This is an optimization exercise on Yosys and OpenROAD, whose aim is small area and a short achievable clock period, not a production implementation. Where RTL was checked, it was by simulation tests only, not by an equivalence proof against the original. The RTL of run 2 was laid out without a check of its function. Power figures rest on the tool's default switching activity, not on a simulated workload.

$ cat design/flow/config.mk
export PLATFORM = sky130hd
export DESIGN_NAME = spi_ram_ctrl
export DESIGN_NICKNAME = spi_ram_ctrl
export VERILOG_FILES = /design/flow/design.v
export SDC_FILE = /design/flow/constraint.sdc
export NUM_CORES = 4
export LEC_CHECK = 0
export CAP_MARGIN = 20
export CORE_MARGIN = 2
export CORE_UTILIZATION = 40
export SLEW_MARGIN = 20
$ cat design/flow/constraint.sdc
create_clock -name core_clock -period 4.4 [get_ports {clk}]
set_input_delay 0.8800 -clock core_clock [delete_from_list [all_inputs] [get_ports {clk}]]
set_output_delay 0.8800 -clock core_clock [all_outputs]
set_load 0.01 [all_outputs]
$ cat design/flow/design.v
package spi_ram_pkg;
  localparam int MEM_DEPTH_DEF = 256;
  localparam int ADDR_SIZE_DEF = 8;
  typedef enum logic [1:0] {
    OP_WR_ADDR = 2'b00,
    OP_WR_DATA = 2'b01,
    OP_RD_ADDR = 2'b10,
    OP_RD_DATA = 2'b11
  } opcode_e;
  typedef enum logic [1:0] {
    ST_NONE  = 2'b00,
    ST_WR_OK = 2'b01,
    ST_RD_OK = 2'b10,
    ST_BOTH  = 2'b11
  } seq_state_e;
endpackage
module spi_ram_array #(
  parameter int DEPTH = 256,
  parameter int AW    = 8
) (
  input  logic          clk,
  input  logic          we_i,
  input  logic [AW-1:0] waddr_i,
  input  logic [7:0]    wdata_i,
  input  logic          re_i,
  input  logic [AW-1:0] raddr_i,
  output logic [7:0]    rdata_o
);
  logic [7:0] mem_q [DEPTH];
  always_ff @(posedge clk) begin
    if (we_i) mem_q[waddr_i] <= wdata_i;
    if (re_i) rdata_o <= mem_q[raddr_i];
  end
endmodule
module spi_ram_ctrl #(
  parameter int MEM_DEPTH = spi_ram_pkg::MEM_DEPTH_DEF,
  parameter int ADDR_SIZE = spi_ram_pkg::ADDR_SIZE_DEF
) (
  input  logic       clk,
  input  logic       rst_n,
  input  logic [9:0] din,
  input  logic       rx_valid,
  output logic [7:0] dout,
  output logic       tx_valid,
  output logic       cmd_err
);
  if (MEM_DEPTH != 2 ** ADDR_SIZE) begin : g_depth_chk
    $error("spi_ram_ctrl: MEM_DEPTH must equal 2**ADDR_SIZE");
  end
  spi_ram_pkg::seq_state_e state_q;
  spi_ram_pkg::seq_state_e state_d;
  logic [ADDR_SIZE-1:0] wr_addr_q, wr_addr_d, rd_addr_q, rd_addr_d;
  logic live_q, rd_seen_q, tx_valid_q, cmd_err_q;
  logic accept, wr_ok, rd_ok, do_wr, do_rd, bad_cmd;
  logic [7:0] rdata;
  spi_ram_pkg::opcode_e op;
  assign accept  = rx_valid && live_q;
  assign op      = spi_ram_pkg::opcode_e'(din[9:8]);
  assign wr_ok   = state_q[0];
  assign rd_ok   = state_q[1];
  assign do_wr   = accept && op == spi_ram_pkg::OP_WR_DATA && wr_ok;
  assign do_rd   = accept && op == spi_ram_pkg::OP_RD_DATA && rd_ok;
  assign bad_cmd = accept && ((op == spi_ram_pkg::OP_WR_DATA && !wr_ok) || (op == spi_ram_pkg::OP_RD_DATA && !rd_ok));
  always_comb begin
    state_d = state_q;
    if (accept && op == spi_ram_pkg::OP_WR_ADDR) state_d = rd_ok ? spi_ram_pkg::ST_BOTH : spi_ram_pkg::ST_WR_OK;
    if (accept && op == spi_ram_pkg::OP_RD_ADDR) state_d = wr_ok ? spi_ram_pkg::ST_BOTH : spi_ram_pkg::ST_RD_OK;
  end
  assign wr_addr_d = (accept && op == spi_ram_pkg::OP_WR_ADDR) ? din[ADDR_SIZE-1:0] : wr_addr_q;
  assign rd_addr_d = (accept && op == spi_ram_pkg::OP_RD_ADDR) ? din[ADDR_SIZE-1:0] : rd_addr_q;
  always_ff @(posedge clk or negedge rst_n) begin
    if (!rst_n) begin
      state_q    <= spi_ram_pkg::ST_NONE;
      wr_addr_q  <= '0;
      rd_addr_q  <= '0;
      live_q     <= 1'b0;
      rd_seen_q  <= 1'b0;
      tx_valid_q <= 1'b0;
      cmd_err_q  <= 1'b0;
    end else begin
      state_q    <= state_d;
      wr_addr_q  <= wr_addr_d;
      rd_addr_q  <= rd_addr_d;
      live_q     <= 1'b1;
      rd_seen_q  <= rd_seen_q || do_rd;
      tx_valid_q <= do_rd;
      cmd_err_q  <= bad_cmd;
    end
  end
  spi_ram_array #(.DEPTH(MEM_DEPTH), .AW(ADDR_SIZE)) u_array (
    .clk    (clk),
    .we_i   (do_wr),
    .waddr_i(wr_addr_q),
    .wdata_i(din[7:0]),
    .re_i   (do_rd),
    .raddr_i(rd_addr_q),
    .rdata_o(rdata)
  );
  assign dout     = rd_seen_q ? rdata : 8'h00;
  assign tx_valid = tx_valid_q;
  assign cmd_err  = cmd_err_q;
endmodule
$ cat design/flow/run.sh
#!/bin/bash
# synth_recipe.tcl (not shown) runs the flow's synth.tcl, then flattens the netlist and writes it again
# the make line also repeats each setting of config.mk as NAME=value (left out here)
make -C /OpenROAD-flow-scripts/flow DESIGN_CONFIG=/design/flow/config.mk WORK_HOME=/design/flow/orfs CLKGATE_MAP_FILE= SYNTH_SCRIPT=/design/flow/synth_recipe.tcl finish
==> impl_metrics.py, run 1 <==
metrics = {
    "global_route": {
        "grt_first_pass_wirelength_um": 310000,
        "grt_pass1_vias": 41500,
        "grt_antenna_before_repair": 5,
        "grt.total_usage": 0.211,
        "grt_overflow": 0,
        "largest_net_degree_at_the_start_of_global_routing": 130,
    },
    "sta": {
        "skew_ns": 0.0466,
        "timing.max_slew.rel_slack": 0.172,
        "post-route-min-period_ns": 3.99,
        "grt_setup_unrepaired": "false",
        "hold_violations": 0,
        "setup_viol": 0,
        "timing.final.max_slew_violations": 0,
        "fin_tns_setup_ns": 0,
        "fmaxAchievable_mhz": 250,
        "worst_pin_slew_ns": 1.23,
        "fin_crit_sh": 0.908,
    },
    "placement": {
        "placedCellCount": 6804,
        "port_buffers": 22,
        "dp.final_hpwl_um": 136000,
        "gp_congestion": 0.866,
    },
    "routing": {
        "route.met3.wl_um": 17400,
        "drtAntennaViolNets": 0,
        "highest_metal_layer_used_by_the_detailed_router": "met5",
        "firstDrtPassIters": 5,
        "met1Wirelength_um": 88800,
        "met2_wirelength_um": 105000,
        "drt-wirelength-per-cell_um": 30.3,
        "routed_wl_um": 218000,
        "remaining_drc_errors": 0,
        "route.detailed.vias_per_inst": 5.75,
        "drt_iter0_drc": 5508,
        "dr_total_vias": 41300,
    },
    "critical_path": {
        "crit_family": "simple AND/OR/NAND/NOR gates",
        "timing.critical_path.fanout_max": 36,
        "critical_path.n_buffers_inverters": 1,
        "critical_path_arrival_ns": 4.55,
        "crit_required_ns": 4.96,
        "slowest_delay_ns": 0.85,
        "critical_path.endpoint_type": "register",
        "timing.reg2reg.setup_slack_ns": 0.41,
        "criticalPathCategory": "register to register",
        "timing.critical_path.slowest_stage_cell": "sky130_fd_sc_hd__dfrtp_4",
        "worstPathCellList": "nand2b_2 -> buf_4 -> o22ai_1 -> a2111oi_0 -> o311ai_0 -> nor3_1 -> nor4_1",
        "critical_path.startpoint_type": "register",
    },
    "cts": {
        "cts-buffers-inserted": 203,
        "max-clock-path-buffers": 3,
        "clock_insertion_delay_worst_skew_ns": 0.85,
        "cts.reportedPaths.clkPinSlew_ns": 0.07,
        "cts.htree.levels": 4,
        "post-cts-setup-buffers": 0,
        "clock_tree.root_cell": "sky130_fd_sc_hd__clkbuf_16",
        "cts.repair.resized": 0,
        "cts_tree": "done",
        "cts.sink_count": 2078,
    },
    "floorplan": {
        "chipWidth_um": 454,
        "design.die.area_um2": 206000,
        "initial_core_util": 0.402,
        "floorplan.die.height_um": 454,
        "floorplan_core_area_um2": 202000,
        "ios": 23,
        "row_count": 165,
    },
    "logic_synthesis": {
        "post_synth.cell_area_avg_um2": 20.6,
        "ys_dominant_reg_cell": "sky130_fd_sc_hd__edfxtp_1",
        "syn_nets": 3938,
        "synth-edff-count": 2056,
        "yosys.cell_types.count": 57,
        "postSynthRegisterBits": 2078,
        "async_flop_share": 0.0106,
        "yosysWarningCount": 2,
        "syn_area_um2": 81000,
        "sequential_area_share_after_synthesis": 0.769,
        "synth_cells": 3925,
    },
    "pwr": {
        "power_per_cell_area_nw_per_um2": 500,
        "static-leakage-power_nw": 29.6,
        "vdd_drop_max_uv": 440,
    },
    "final_layout": {
        "final_nets": 4351,
        "fin_cells": 7186,
        "drive_gt1_frac": 0.262,
        "area_delta_synth_final_pct": 15.2,
    },
    "min_path": {
        "holdCritPathClass": "register to register",
    },
    "job": {
        "max-cap-violations": 0,
    },
    "outcome": {
        "outcome": "no timing/DRC/antenna violations",
    },
}
layout make-up:
type / count / area (µm²)
antenna: 2 / 5.00
clock buffer: 256 / 5350
clock inverter: 123 / 1180
fill: 16800 / 108000
inverter: 8 / 31.3
multi-input combinational: 1610 / 17300
sequential: 2078 / 62300
tap: 2672 / 3340
timing repair buffer: 437 / 3780
cell families after synthesis:
group	Yosys count	share of synthesized area
buffers and inverters	237	0.0181
multiplexers	702	0.151
flip-flops	2078	0.769
AO/OA/AOI/OAI	361	0.0315
other	1	0.0000463
AND/OR/NAND/NOR	546	0.0300
cells in the final DEF, fill, tap and decap left out, types with 22 or more instances in the layout:
master	netlist	final
sky130_fd_sc_hd__nand2_1	83	82
sky130_fd_sc_hd__mux2_2	40	40
sky130_fd_sc_hd__buf_4	18	381
sky130_fd_sc_hd__o22ai_1	82	82
sky130_fd_sc_hd__nor2b_1	22	22
sky130_fd_sc_hd__nand3_1	34	30
sky130_fd_sc_hd__buf_12	1	33
sky130_fd_sc_hd__o221ai_1	62	62
sky130_fd_sc_hd__mux4_2	414	414
sky130_fd_sc_hd__clkinv_1	0	47
sky130_fd_sc_hd__clkinv_2	0	38
sky130_fd_sc_hd__a22oi_1	36	36
sky130_fd_sc_hd__and2_1	29	29
sky130_fd_sc_hd__nor2_1	287	287
sky130_fd_sc_hd__edfxtp_1	2056	2056
sky130_fd_sc_hd__o21ai_0	27	27
sky130_fd_sc_hd__clkbuf_16	0	205
sky130_fd_sc_hd__nor3_1	29	29
sky130_fd_sc_hd__clkbuf_1	93	48
sky130_fd_sc_hd__mux2i_1	248	248
sky130_fd_sc_hd__a21oi_1	53	53
path summary, 6_finish.rpt:
| kind | endpoint | start | depth (start not counted) |
|---|---|---|---|
| min in group asynchronous | wr_addr_q[1] | rst_n | 2 |
| hold reg to reg | state_q[1] | state_q[1] | 1 |
| setup reg to reg | u_array.rdata_o[5] | rd_addr_q[1] | 7 |
| max in group asynchronous | state_q[1] | rst_n | 3 |
| setup / recovery | u_array.rdata_o[5] | rd_addr_q[1] | 7 |
| hold / removal | state_q[1] | state_q[1] | 1 |
worst register-to-register path, delay by kind of cell (launching register included):
kind	cells	cell delay, ns
buffers and inverters	1	0.33
AND/OR/NAND/NOR	3	1.55
AO/OA/AOI/OAI	3	0.98
flip-flops	1	0.85
flip-flops by register name, indices dropped and copies added, names as in the netlist, 2 cells and up:
register	count
rd_addr_q	8
u_array.rdata_o	8
wr_addr_q	8
u_array.mem_q	2048
state_q	2
Yosys cell counts (5+ instances only):
master | count | share of area
sky130_fd_sc_hd__o211ai_1 | 7 | 0.00065
sky130_fd_sc_hd__a22oi_1 | 36 | 0.0033
sky130_fd_sc_hd__o31ai_1 | 6 | 0.00056
sky130_fd_sc_hd__mux2_2 | 40 | 0.0056
sky130_fd_sc_hd__edfxtp_1 | 2056 | 0.76
sky130_fd_sc_hd__nand2b_1 | 15 | 0.0012
sky130_fd_sc_hd__mux4_2 | 414 | 0.12
sky130_fd_sc_hd__nand2_1 | 83 | 0.0038
sky130_fd_sc_hd__o22ai_1 | 82 | 0.0063
sky130_fd_sc_hd__nand4_1 | 7 | 0.00054
sky130_fd_sc_hd__dfrtp_1 | 22 | 0.0068
sky130_fd_sc_hd__a31oi_1 | 12 | 0.00093
sky130_fd_sc_hd__nor3_1 | 29 | 0.0018
sky130_fd_sc_hd__nor2_1 | 287 | 0.013
sky130_fd_sc_hd__buf_8 | 10 | 0.0019
sky130_fd_sc_hd__and3_1 | 5 | 0.00039
sky130_fd_sc_hd__inv_1 | 7 | 0.00032
sky130_fd_sc_hd__nand3_1 | 34 | 0.0021
sky130_fd_sc_hd__o21ai_0 | 27 | 0.0017
sky130_fd_sc_hd__nor2b_1 | 22 | 0.0017
sky130_fd_sc_hd__clkbuf_1 | 93 | 0.0043
sky130_fd_sc_hd__or2_2 | 5 | 0.00039
sky130_fd_sc_hd__o221ai_1 | 62 | 0.0067
sky130_fd_sc_hd__a21oi_1 | 53 | 0.0033
sky130_fd_sc_hd__and2_1 | 29 | 0.0022
sky130_fd_sc_hd__buf_6 | 42 | 0.0058
sky130_fd_sc_hd__nor4_1 | 19 | 0.0015
sky130_fd_sc_hd__buf_1 | 16 | 0.00074
sky130_fd_sc_hd__a2111oi_0 | 7 | 0.00076
sky130_fd_sc_hd__a211oi_1 | 18 | 0.0017
sky130_fd_sc_hd__a221oi_1 | 19 | 0.0021
sky130_fd_sc_hd__buf_4 | 18 | 0.0017
sky130_fd_sc_hd__a22o_1 | 7 | 0.00076
sky130_fd_sc_hd__mux2i_1 | 248 | 0.031
sky130_fd_sc_hd__buf_2 | 49 | 0.0030
stage by stage:
stage	total power, mW	area [µm²]	hold WS, ns	setup slack, ns	util
finish	46.6	93300	0.467	0.406	0.462
global route	47.9	93300	0.491	0.211	0.462
CTS	46.9	93300	0.473	0.432	0.462
global placement	29.8	86700	0.454	0.451	0.430
floorplan	26.8	81000	0.431	1.66	-
detailed placement	29.8	86700	0.460	0.479	0.430
what timing repair did:
action | 4_1_cts | 5_1_grt
setup endpoints to repair | 0 | 0
hold buffers | 1 | 0
hold endpoints to repair | 2 | 0
routing by layer:
metal	global-route usage	up-vias
met5	0	-
met4	0.0688	2
met3	0.0387	325
met2	0.337	1958
met1	0.292	21900
li1	-	17200
power by group:
part	internal [mW]	total [mW]	switching [mW]	leakage, nW
logic	2.87	7.38	4.51	7.66
clock network	9.73	17.2	7.50	3.18
registers	21.8	22.0	0.198	18.7
==> run 2: changes to the inputs <==
==> design/flow/design.v (replaced) <==
package spi_ram_pkg;
  localparam int MEM_DEPTH_DEF = 256;
  localparam int ADDR_SIZE_DEF = 8;
  typedef enum logic [1:0] {
    OP_WR_ADDR = 2'b00,
    OP_WR_DATA = 2'b01,
    OP_RD_ADDR = 2'b10,
    OP_RD_DATA = 2'b11
  } opcode_e;
  typedef enum logic [1:0] {
    ST_NONE  = 2'b00,
    ST_WR_OK = 2'b01,
    ST_RD_OK = 2'b10,
    ST_BOTH  = 2'b11
  } seq_state_e;
endpackage
module spi_ram_array (
  input  logic        clk,
  input  logic        we_i,
  input  logic [15:0] wsel_hi_i,
  input  logic [15:0] wsel_lo_i,
  input  logic [7:0]  wdata_i,
  input  logic [15:0] rsel_hi_i,
  input  logic [15:0] rsel_lo_i,
  output logic [7:0]  rdata_o
);
  logic [7:0]  mem_q [256];
  logic [15:0] we_hi;
  logic [7:0]  grp [16];
  assign we_hi = wsel_hi_i & {16{we_i}};
  always_ff @(posedge clk) begin
    for (int r = 0; r < 256; r++) begin
      if (we_hi[r/16] && wsel_lo_i[r%16]) mem_q[r] <= wdata_i;
    end
  end
  always_comb begin
    for (int h = 0; h < 16; h++) begin
      grp[h] = '0;
      for (int l = 0; l < 16; l++) grp[h] = grp[h] | (mem_q[h*16+l] & {8{rsel_lo_i[l]}});
    end
    rdata_o = '0;
    for (int h = 0; h < 16; h++) rdata_o = rdata_o | (grp[h] & {8{rsel_hi_i[h]}});
  end
endmodule
module spi_ram_ctrl (
  input  logic       clk,
  input  logic       rst_n,
  input  logic [9:0] din,
  input  logic       rx_valid,
  output logic [7:0] dout,
  output logic       tx_valid,
  output logic       cmd_err
);
  logic live_q, wr_ok_q, rd_ok_q, tx_valid_q, cmd_err_q;
  logic [15:0] wsel_hi_q, wsel_lo_q, rsel_hi_q, rsel_lo_q;
  logic [15:0] din_hi_oh, din_lo_oh;
  logic [7:0] rdata, dout_q;
  logic accept, ld_wa, ld_ra, wr_cmd, rd_cmd, do_wr, do_rd, bad_cmd;
  assign accept  = rx_valid && live_q;
  assign ld_wa   = accept && din[9:8] == spi_ram_pkg::OP_WR_ADDR;
  assign ld_ra   = accept && din[9:8] == spi_ram_pkg::OP_RD_ADDR;
  assign wr_cmd  = accept && din[9:8] == spi_ram_pkg::OP_WR_DATA;
  assign rd_cmd  = accept && din[9:8] == spi_ram_pkg::OP_RD_DATA;
  assign do_wr   = wr_cmd && wr_ok_q;
  assign do_rd   = rd_cmd && rd_ok_q;
  assign bad_cmd = (wr_cmd && !wr_ok_q) || (rd_cmd && !rd_ok_q);
  always_comb begin
    for (int i = 0; i < 16; i++) begin
      din_hi_oh[i] = din[7:4] == 4'(i);
      din_lo_oh[i] = din[3:0] == 4'(i);
    end
  end
  always_ff @(posedge clk) begin
    if (ld_wa) begin
      wsel_hi_q <= din_hi_oh;
      wsel_lo_q <= din_lo_oh;
    end
    if (ld_ra) begin
      rsel_hi_q <= din_hi_oh;
      rsel_lo_q <= din_lo_oh;
    end
  end
  always_ff @(posedge clk or negedge rst_n) begin
    if (!rst_n) begin
      live_q     <= 1'b0;
      wr_ok_q    <= 1'b0;
      rd_ok_q    <= 1'b0;
      tx_valid_q <= 1'b0;
      cmd_err_q  <= 1'b0;
      dout_q     <= 8'h00;
    end else begin
      live_q     <= 1'b1;
      wr_ok_q    <= wr_ok_q || ld_wa;
      rd_ok_q    <= rd_ok_q || ld_ra;
      tx_valid_q <= do_rd;
      cmd_err_q  <= bad_cmd;
      if (do_rd) dout_q <= rdata;
    end
  end
  spi_ram_array u_array (
    .clk      (clk),
    .we_i     (do_wr),
    .wsel_hi_i(wsel_hi_q),
    .wsel_lo_i(wsel_lo_q),
    .wdata_i  (din[7:0]),
    .rsel_hi_i(rsel_hi_q),
    .rsel_lo_i(rsel_lo_q),
    .rdata_o  (rdata)
  );
  assign dout     = dout_q;
  assign tx_valid = tx_valid_q;
  assign cmd_err  = cmd_err_q;
endmodule
--- a/design/flow/config.mk
+++ b/design/flow/config.mk
@@ -5,7 +5,9 @@
 export SDC_FILE = /design/flow/constraint.sdc
 export NUM_CORES = 4
 export LEC_CHECK = 0
+export ABC_CLOCK_PERIOD_IN_PS = 2400
 export CAP_MARGIN = 20
 export CORE_MARGIN = 2
-export CORE_UTILIZATION = 40
+export CORE_UTILIZATION = 60
+export SETUP_SLACK_MARGIN = 2.0
 export SLEW_MARGIN = 20
==> run 2 against run 1 <==
Still clean. Critical path depth increased by 2. Wire length increased by 14%. Clock-buffer cell count decreased by 19. Worst hold slack got worse by 0.014 ns. Worst setup slack improved by 1.3 ns. Sequential share of layout area increased by 4.0 points. Total power decreased by 12%. Sequential power about the same. Via count increased by 11%. Maximum frequency increased by 48%. Critical endpoint is now dout_q[5]. Largest power group unchanged.
==> impl_metrics.py, run 2 <==
metrics = {
    "global_route": {
        "groute.layer.met1.usage": 0.537,
        "grt_pass1_vias": 42600,
        "use_met2": 0.538,
        "grt_util_met3": 0.0961,
        "grt.busiest_layer": "met2",
        "grt_overflow": 0,
        "grt_first_pass_wirelength_um": 334000,
        "grt_antenna_before_repair": 30,
        "grt.total_usage": 0.367,
        "largest_net_degree_at_the_start_of_global_routing": 111,
    },
    "final_layout": {
        "ff_latch_area_um2": 63800,
        "fillerInstances": 7853,
        "area_delta_synth_final_pct": 15.8,
        "final_nets": 4104,
        "multiInputGateArea_um2": 14400,
        "most_frequent_standard_cell_in_the_layout_excluding_fill_and_tap_cells": "sky130_fd_sc_hd__edfxtp_1",
        "drive_gt1_frac": 0.236,
        "final_cell_mix": "sky130_fd_sc_hd__edfxtp_1, sky130_fd_sc_hd__a22o_1, sky130_fd_sc_hd__a221oi_1",
        "register_with_the_highest_flop_count": "u_array.mem_q",
        "largest_register_ffs": 2048,
        "finish.instance_area_um2": 90000,
    },
    "routing": {
        "remaining_drc_errors": 0,
        "firstDrtPassIters": 6,
        "dr_total_vias": 45700,
        "route.detailed.vias_per_inst": 7.57,
        "drt-wirelength-per-cell_um": 41.3,
        "drtAntennaViolNets": 0,
        "drt_iter0_drc": 8679,
        "routed_wl_um": 249000,
    },
    "floorplan": {
        "floorplan.die.height_um": 364,
        "row_count": 132,
        "floorplan_core_area_um2": 129000,
        "initial_core_util": 0.603,
        "chipWidth_um": 364,
        "design.die.area_um2": 132000,
        "ios": 23,
    },
    "logic_synthesis": {
        "synth_mux_area_frac": 0,
        "synth_top_family_by_area": "compound AO/OA/AOI/OAI gates",
        "share_of_the_synthesized_netlist_area_taken_by_xor_and_xnor_gates": 0,
        "synth-edff-count": 2112,
        "yosys.cell_types.count": 25,
        "syn_area_um2": 77700,
        "synth_compound_gate_area_share": 0.122,
        "ys_dominant_reg_cell": "sky130_fd_sc_hd__edfxtp_1",
        "sequential_area_share_after_synthesis": 0.820,
        "yosys.area_share.adder": 0,
        "post_synth_most_frequent_cells": "sky130_fd_sc_hd__edfxtp_1, sky130_fd_sc_hd__a221oi_1, sky130_fd_sc_hd__a22o_1",
        "synth_most_common_cell": "sky130_fd_sc_hd__edfxtp_1",
        "synth_largest_area_cell": "sky130_fd_sc_hd__edfxtp_1",
        "synth_simple_gate_area_frac": 0.0365,
        "synth_cells": 3986,
        "synth_top_cell_area_share": 0.816,
        "syn_nets": 3999,
        "post_synth.cell_area_avg_um2": 19.5,
        "async_flop_share": 0.00612,
        "postSynthRegisterBits": 2125,
        "yosysWarningCount": 4,
        "synthTopCellsByArea": "sky130_fd_sc_hd__edfxtp_1, sky130_fd_sc_hd__a221oi_1, sky130_fd_sc_hd__a22o_1, sky130_fd_sc_hd__and3_1, sky130_fd_sc_hd__nand4_1",
    },
    "placement": {
        "placed_area_um2": 79800,
        "gp_congestion": 0.960,
        "port_buffers": 22,
        "dp.final_hpwl_um": 135000,
    },
    "pwr": {
        "power.share.switching": 0.199,
        "combinationalPowerShare": 0.019,
        "power_report.internal_total_mw": 32.8,
        "power_switching_mw": 8.16,
        "static-leakage-power_nw": 28.8,
        "pwr-share-seq": 0.546,
        "vdd_drop_max_uv": 476,
        "power.clock.fraction": 0.435,
        "power_per_cell_area_nw_per_um2": 454,
    },
    "sta": {
        "skew_ns": 0.0331,
        "grt_setup_unrepaired": "true",
        "timing.max_slew.rel_slack": 0.160,
        "setup_viol": 0,
        "fin_crit_sh": 0.613,
        "post-route-min-period_ns": 2.70,
        "timing.final.max_slew_violations": 0,
        "hold_violations": 0,
        "fin_tns_setup_ns": 0,
        "worst_pin_slew_ns": 1.26,
        "fmaxAchievable_mhz": 371,
    },
    "cts": {
        "max-clock-path-buffers": 3,
        "cts.sink_count": 2125,
        "cts.reportedPaths.clkPinSlew_ns": 0.07,
        "cts_hold_repair.buffers": 0,
        "cts.htree.levels": 4,
        "clock_tree.root_cell": "sky130_fd_sc_hd__clkbuf_16",
        "clock_insertion_delay_worst_skew_ns": 0.85,
        "cts_tree": "done",
        "cts-buffers-inserted": 202,
    },
    "critical_path": {
        "criticalPathCategory": "register to register",
        "timing.critical_path.fanout_max": 10,
        "critical_path.startpoint_type": "register",
        "timing.reg2reg.setup_slack_ns": 1.70,
        "crit_required_ns": 5.10,
        "critical_path_arrival_ns": 3.40,
        "critical_path.endpoint_type": "register",
    },
    "job": {
        "max-cap-violations": 0,
    },
    "min_path": {
        "holdCritPathClass": "primary input to register",
    },
    "outcome": {
        "outcome": "no timing/DRC/antenna violations",
    },
}
## run 2: cell types whose count changed in the layout (fill, tap and decap cells not counted), moves of 121 or more
| cell | before | now |
|---|---|---|
| sky130_fd_sc_hd__a22o_1 | 7 | 508 |
| sky130_fd_sc_hd__mux4_2 | 414 | 0 |
| sky130_fd_sc_hd__a221oi_1 | 19 | 346 |
| sky130_fd_sc_hd__buf_4 | 381 | 84 |
| sky130_fd_sc_hd__nor2_1 | 287 | 27 |
| sky130_fd_sc_hd__mux2i_1 | 248 | 0 |
| sky130_fd_sc_hd__and3_2 | 0 | 200 |
| sky130_fd_sc_hd__a221oi_2 | 0 | 157 |
| sky130_fd_sc_hd__nand4_1 | 7 | 128 |
## run 2: power groups by stage
stage / clock (mW) / sequential (mW) / combinational [mW]
finish: 17.8 / 22.3 / 0.771
global route: 18.7 / 22.3 / 0.797
CTS: 17.9 / 22.3 / 0.738
detailed placement: 0 / 22.8 / 0.727
global placement: 0 / 22.8 / 0.724
floorplan: 0 / 22.7 / 0.115
## run 2: logic make-up after synthesis
logic type | Yosys count
and+or+nand+nor | 463
DFF | 2125
other | 1
buffers and inverters | 301
AOI/OAI and AO/OA | 1096
## run 2: routing by layer
layer | up-vias | wire (µm)
met4 | 4 | 10200
li1 | 17700 | -
met5 | - | 24
met1 | 23500 | 92600
met2 | 4026 | 112000
met3 | 545 | 34700
## run 2: worst paths after layout
path,start,end,cells after the start
worst min-delay path,din[5],u_array.mem_q[234][5],1
worst max-delay path,rsel_lo_q[6],dout_q[5],9
worst min register to register,rd_ok_q,rd_ok_q,1
max in group asynchronous,rst_n,dout_q[6],1
worst max register to register,rsel_lo_q[6],dout_q[5],9
min in group asynchronous,rst_n,cmd_err_q,1
## run 2: cell type report
class / count / share of cell area
sequential: 2125 / 0.708
multi-input combinational: 1560 / 0.159
clock buffer: 237 / 0.0595
timing repair buffer: 202 / 0.0319
tap: 1742 / 0.0242
clock inverter: 134 / 0.0158
antenna: 37 / 0.00103
## run 2: worst max-delay path, cell delays in order (launching register included)
cell	delay [ns]
sky130_fd_sc_hd__edfxtp_1	0.41
sky130_fd_sc_hd__buf_6	0.16
sky130_fd_sc_hd__buf_16	0.15
sky130_fd_sc_hd__buf_4	0.20
sky130_fd_sc_hd__a22o_1	0.23
sky130_fd_sc_hd__a221oi_1	0.34
sky130_fd_sc_hd__nand4_1	0.30
sky130_fd_sc_hd__a22oi_2	0.35
sky130_fd_sc_hd__and4_4	0.30
sky130_fd_sc_hd__a31oi_1	0.10
## run 2: through the flow
stage	util	std cells	power [mW]	hold slack [ns]	worst slack, ns
6_report	0.698	6037	40.9	0.452	1.70
3_5_place_dp	0.619	5556	23.5	0.477	1.01
2_1_floorplan	-	3986	22.8	0.440	2.02
4_1_cts	0.687	5978	40.9	0.417	1.80
3_3_place_gp	0.618	5554	23.5	0.454	0.958
5_1_grt	0.698	6014	41.8	0.431	1.73
## run 2: what timing repair did
action / CTS / global route
endpoints found under the hold margin: 0 / 0
gates resized for setup: 295 / 347
setup buffers: 31 / 12
pin swaps: 68 / 64
gates cloned: 20 / 10
setup endpoints to repair: 943 / 1763

## separate check: timing with driven ports
No port has a modelled driver above. Below, the same layouts with a new extraction and two added sets of constraints.
Step 1, drivers: a clkbuf_16 drives clk and a buf_2 each remaining input, both assumed.
Step 2 also shifts input and output timing later by t, the mid clock arrival at the registers, as if the neighbouring blocks saw the same clock.
a / b / c = ideal / step 1 / step 2; a / b = the first two.
| run | shift t [ns] | setup slack, ns | worst setup path at the end | clock arrival spread, ns | slew at the worst register clock pin (ns) |
|---|---|---|---|---|---|
| run 1 | 0.912 | 0.406 / 0.406 / 0.406 | register to register | 0.050 / 0.051 | 0.07 / 0.07 |
| run 2 | 0.911 | 1.702 / 1.702 / 1.097 | input to register | 0.034 / 0.034 | 0.07 / 0.07 |
After both steps setup and hold are still met in every run listed. For run 2, which loses most, drivers alone change the setup slack by 0.000 ns; drivers and shift together by -0.605 ns.
